From an optimization exercise on the open Yosys and OpenROAD flow, aimed at small area and a short achievable clock period; shortcuts taken in it are not production practice.
Where RTL was checked, it was by simulation tests only, not by an equivalence proof against the original.
Power is estimated from default activity; no workload was simulated.

==> flow/design.v (excerpt) <==
module fp_alu (
    input  wire                     FPUCLK,
    input  wire                     RST,
    input  wire fpu_pkg::fp_word_t  a,
    input  wire fpu_pkg::fp_word_t  b,
    input  wire fpu_pkg::fp_op_e    ctrl,
    output fpu_pkg::fp_word_t       out
);
    logic                 v1, v2, v3;
    fpu_pkg::in_stage_t   s1;
    fpu_pkg::rows_stage_t s2;
    fpu_pkg::sum_stage_t  s3;
    fp_exp_stage u_exp (
        .FPUCLK (FPUCLK),
        .RST    (RST),
        .a      (a),
        .b      (b),
        .ctrl   (ctrl),
        .v1     (v1),
        .s1     (s1)
    );
    fp_align_stage u_align (
        .FPUCLK (FPUCLK),
        .RST    (RST),
        .v1     (v1),
        .s1     (s1),
        .v2     (v2),
        .s2     (s2)
    );
    fp_add_stage u_add (
        .FPUCLK (FPUCLK),
        .RST    (RST),
        .v2     (v2),
        .s2     (s2),
        .v3     (v3),
        .s3     (s3)
    );
    fp_norm_stage u_norm (
        .FPUCLK (FPUCLK),
        .RST    (RST),
        .v3     (v3),
        .s3     (s3),
        .out    (out)
    );
endmodule
==> module fp_align_stage, before the edit <==
module fp_align_stage (
    input  wire                       FPUCLK,
    input  wire                       RST,
    input  wire                       v1,
    input  wire fpu_pkg::in_stage_t   s1,
    output logic                      v2,
    output fpu_pkg::rows_stage_t      s2
);
    localparam int Z = 23 - fpu_pkg::LOWC;    
    fpu_pkg::fp_word_t a;
    logic [22:0] b_frac;
    logic        a_inf, b_inf, a_zero, b_zero;
    logic [8:0]  dab, dba;
    logic [7:0]  d;
    logic        eswap, swap, sub;
    logic [23:0] a_m, b_m, x_m, y_m, y_c;
    logic [7:0]  x_exp;
    logic [fpu_pkg::RW-1:0] m0, m1, m2;
    logic        lowc;
    fpu_pkg::rows_stage_t nxt;
    assign a = s1.a;
    always_comb
    begin
        for (int i = 0; i < 12; i++)
        begin
            b_frac[2*i] = s1.one[i] ^ ((i == 0) ? 1'b0 : s1.neg[i-1]);
            if (i < 11)
                b_frac[2*i+1] = s1.neg[i];
        end
    end
    assign a_inf  = (a.exp == fpu_pkg::EXP_INF);
    assign b_inf  = (s1.b_exp == fpu_pkg::EXP_INF);
    assign a_zero = (a.exp == 8'd0) && (a.frac == 23'd0);
    assign b_zero = (s1.b_exp == 8'd0) && (s1.neg == 11'd0) && (s1.one == 12'd0);
    fp_mul_tree u_tree (
        .x    ({1'b1, a.frac}),
        .one  (s1.one),
        .two  (s1.two),
        .neg  ({1'b1, s1.neg}),
        .r0   (m0),
        .r1   (m1),
        .r2   (m2),
        .lowc (lowc)
    );
    assign dab   = {1'b0, a.exp} - {1'b0, s1.b_exp};
    assign dba   = {1'b0, s1.b_exp} - {1'b0, a.exp};
    assign eswap = dab[8];
    assign d     = eswap ? dba[7:0] : dab[7:0];
    assign swap  = eswap | ((a.exp == s1.b_exp) && (a.frac <= b_frac));
    assign a_m   = {~a_zero, a.frac};
    assign b_m   = {~(b_zero & ~a_zero), b_frac};
    assign x_m   = swap ? b_m : a_m;
    assign y_m   = swap ? a_m : b_m;
    assign y_c   = (d >= 8'd24) ? 24'd0 : (y_m >> {d[4:3], 3'b000});
    assign x_exp = eswap ? s1.b_exp : a.exp;
    assign sub   = a.sign ^ s1.b_sign;
    always_comb
    begin
        nxt.inf = a_inf | b_inf;
        nxt.add = ~s1.mul;
        nxt.mul = s1.mul;
        nxt.sub = sub;
        nxt.sh   = d[2:0];
        nxt.sh_n = ~d[2:0];
        if (s1.mul)
        begin
            nxt.kill = a_zero | b_zero;
            nxt.sign = a.sign ^ s1.b_sign;
            nxt.exp  = a.exp + s1.b_exp + 8'd130;    
            nxt.cin  = lowc;
            nxt.row0 = m0;
            nxt.row1 = m1;
            nxt.row2 = m2;
        end
        else
        begin
            nxt.kill = 1'b0;
            nxt.sign = a_inf ? a.sign : (b_inf ? s1.b_sign :
                       (swap ? s1.b_sign : a.sign));
            nxt.exp  = x_exp + 8'd1;
            nxt.cin  = sub;
            nxt.row0 = {1'b0, x_m, {Z{1'b0}}};
            nxt.row1 = {1'b0, y_c, {Z{1'b0}}};
            nxt.row2 = '0;
        end
    end
    always_ff @(posedge FPUCLK or negedge RST)
    begin
        if (!RST)
            v2 <= 1'b0;
        else
            v2 <= v1;
    end
    always_ff @(posedge FPUCLK)
        s2 <= nxt;
endmodule
==> flow/config.mk <==
export PLATFORM = sky130hd
export DESIGN_NAME = fp_alu
export DESIGN_NICKNAME = fp_alu
export VERILOG_FILES = /design/flow/design.v
export SDC_FILE = /design/flow/constraint.sdc
export NUM_CORES = 4
export LEC_CHECK = 0
export CAP_MARGIN = 70
export CORE_MARGIN = 2
export CORE_UTILIZATION = 40
export CTS_CLUSTER_DIAMETER = 150
export CTS_CLUSTER_SIZE = 20
export PLACE_DENSITY = 0.75
export SLEW_MARGIN = 70
==> flow/constraint.sdc <==
create_clock -name core_clock -period 14.5 [get_ports {FPUCLK}]
set_input_delay 2.9000 -clock core_clock [delete_from_list [all_inputs] [get_ports {FPUCLK}]]
set_output_delay 2.9000 -clock core_clock [all_outputs]
set_load 0.01 [all_outputs]
standard.sh (not shown) runs the stock make flow with config.mk's settings and CLKGATE_MAP_FILE= SYNTH_SCRIPT=/design/flow/synth_recipe.tcl, a recipe that flattens the netlist after the stock synthesis.
==> flow/flow/run.sh <==
#!/bin/bash
# The standard layout, except that the buffers placed on the ports are
# sky130_fd_sc_hd__buf_2 cells rather than the flow's default pick (a slow
# clkdlybuf4s50 delay cell). Everything else is standard.sh unchanged.
set -euo pipefail
export BUFFER_PORTS_ARGS="-buffer_cell sky130_fd_sc_hd__buf_2"
bash standard.sh > standard.log 2>&1
Edit:
--- a/flow/design.v
+++ b/flow/design.v
@@ -103,11 +103,11 @@
     fpu_pkg::fp_word_t a;
     logic [22:0] b_frac;
     logic        a_inf, b_inf, a_zero, b_zero;
     logic [8:0]  dab, dba;
     logic [7:0]  d;
-    logic        eswap, swap, sub;
+    logic        eswap, lswap, swap, sub;
     logic [23:0] a_m, b_m, x_m, y_m, y_c;
     logic [7:0]  x_exp;
     logic [fpu_pkg::RW-1:0] m0, m1, m2;
     logic        lowc;
     fpu_pkg::rows_stage_t nxt;
@@ -137,16 +137,18 @@
     );
     assign dab   = {1'b0, a.exp} - {1'b0, s1.b_exp};
     assign dba   = {1'b0, s1.b_exp} - {1'b0, a.exp};
     assign eswap = dab[8];
     assign d     = eswap ? dba[7:0] : dab[7:0];
-    assign swap  = eswap | ((a.exp == s1.b_exp) && (a.frac <= b_frac));
+    assign lswap = (a.exp == s1.b_exp) && (a.frac <= b_frac);
+    assign swap  = eswap | lswap;
     assign a_m   = {~a_zero, a.frac};
     assign b_m   = {~(b_zero & ~a_zero), b_frac};
     assign x_m   = swap ? b_m : a_m;
-    assign y_m   = swap ? a_m : b_m;
-    assign y_c   = (d >= 8'd24) ? 24'd0 : (y_m >> {d[4:3], 3'b000});
+    assign y_m   = eswap ? a_m : b_m;
+    assign y_c   = lswap ? a_m :
+                   ((d >= 8'd24) ? 24'd0 : (y_m >> {d[4:3], 3'b000}));
     assign x_exp = eswap ? s1.b_exp : a.exp;
     assign sub   = a.sign ^ s1.b_sign;
     always_comb
     begin
         nxt.inf = a_inf | b_inf;
Result:
- The new run ran to the end with no violations
- worst setup slack is worse by 0.016 ns
- count of clock-buffer cells in the layout grows by 2
- total power rises slightly
- register-to-register slack degrades by 0.02 ns
- global-route usage is higher by 0.68 points
- clock power went down by a little under a tenth
- wire length is higher by a little under a tenth
- final cell count rises by a few percent
- die area went up by a few percent
- hold slack stays flat
- final area grows by a few percent
- synthesized area increases by a few percent
No functional check of the RTL was part of the second run of this note.

[static timing again, ports no longer ideal]
In the flow no input, the clock included, has a driving cell. The finished layouts below were timed again as built, in two steps.
Step 1 (the two cells are an assumption about what drives the block):
set clk [get_ports {FPUCLK}]
set_driving_cell -lib_cell sky130_fd_sc_hd__clkbuf_16 $clk
set_driving_cell -lib_cell sky130_fd_sc_hd__buf_2 [delete_from_list [all_inputs] $clk]
Step 2 also shifts input and output timing later by t, the mid clock arrival at the registers, as if the neighbouring blocks saw the same clock.
Slacks: no drivers / after step 1 / after step 2; pairs: no drivers / after step 1.
run | t (ns) | slack for setup (ns) | latest minus earliest clock arrival (ns) | worst register clock-pin slew, ns | pins driven straight from the clock port
the first run | 0.610 | 10.400 / 10.400 / 10.400 | 0.042 / 0.042 | 0.10 / 0.10 | 1
the second run | 0.605 | 10.385 / 10.385 / 10.385 | 0.034 / 0.034 | 0.10 / 0.10 | 1
After both steps setup and hold are still met in every run listed.
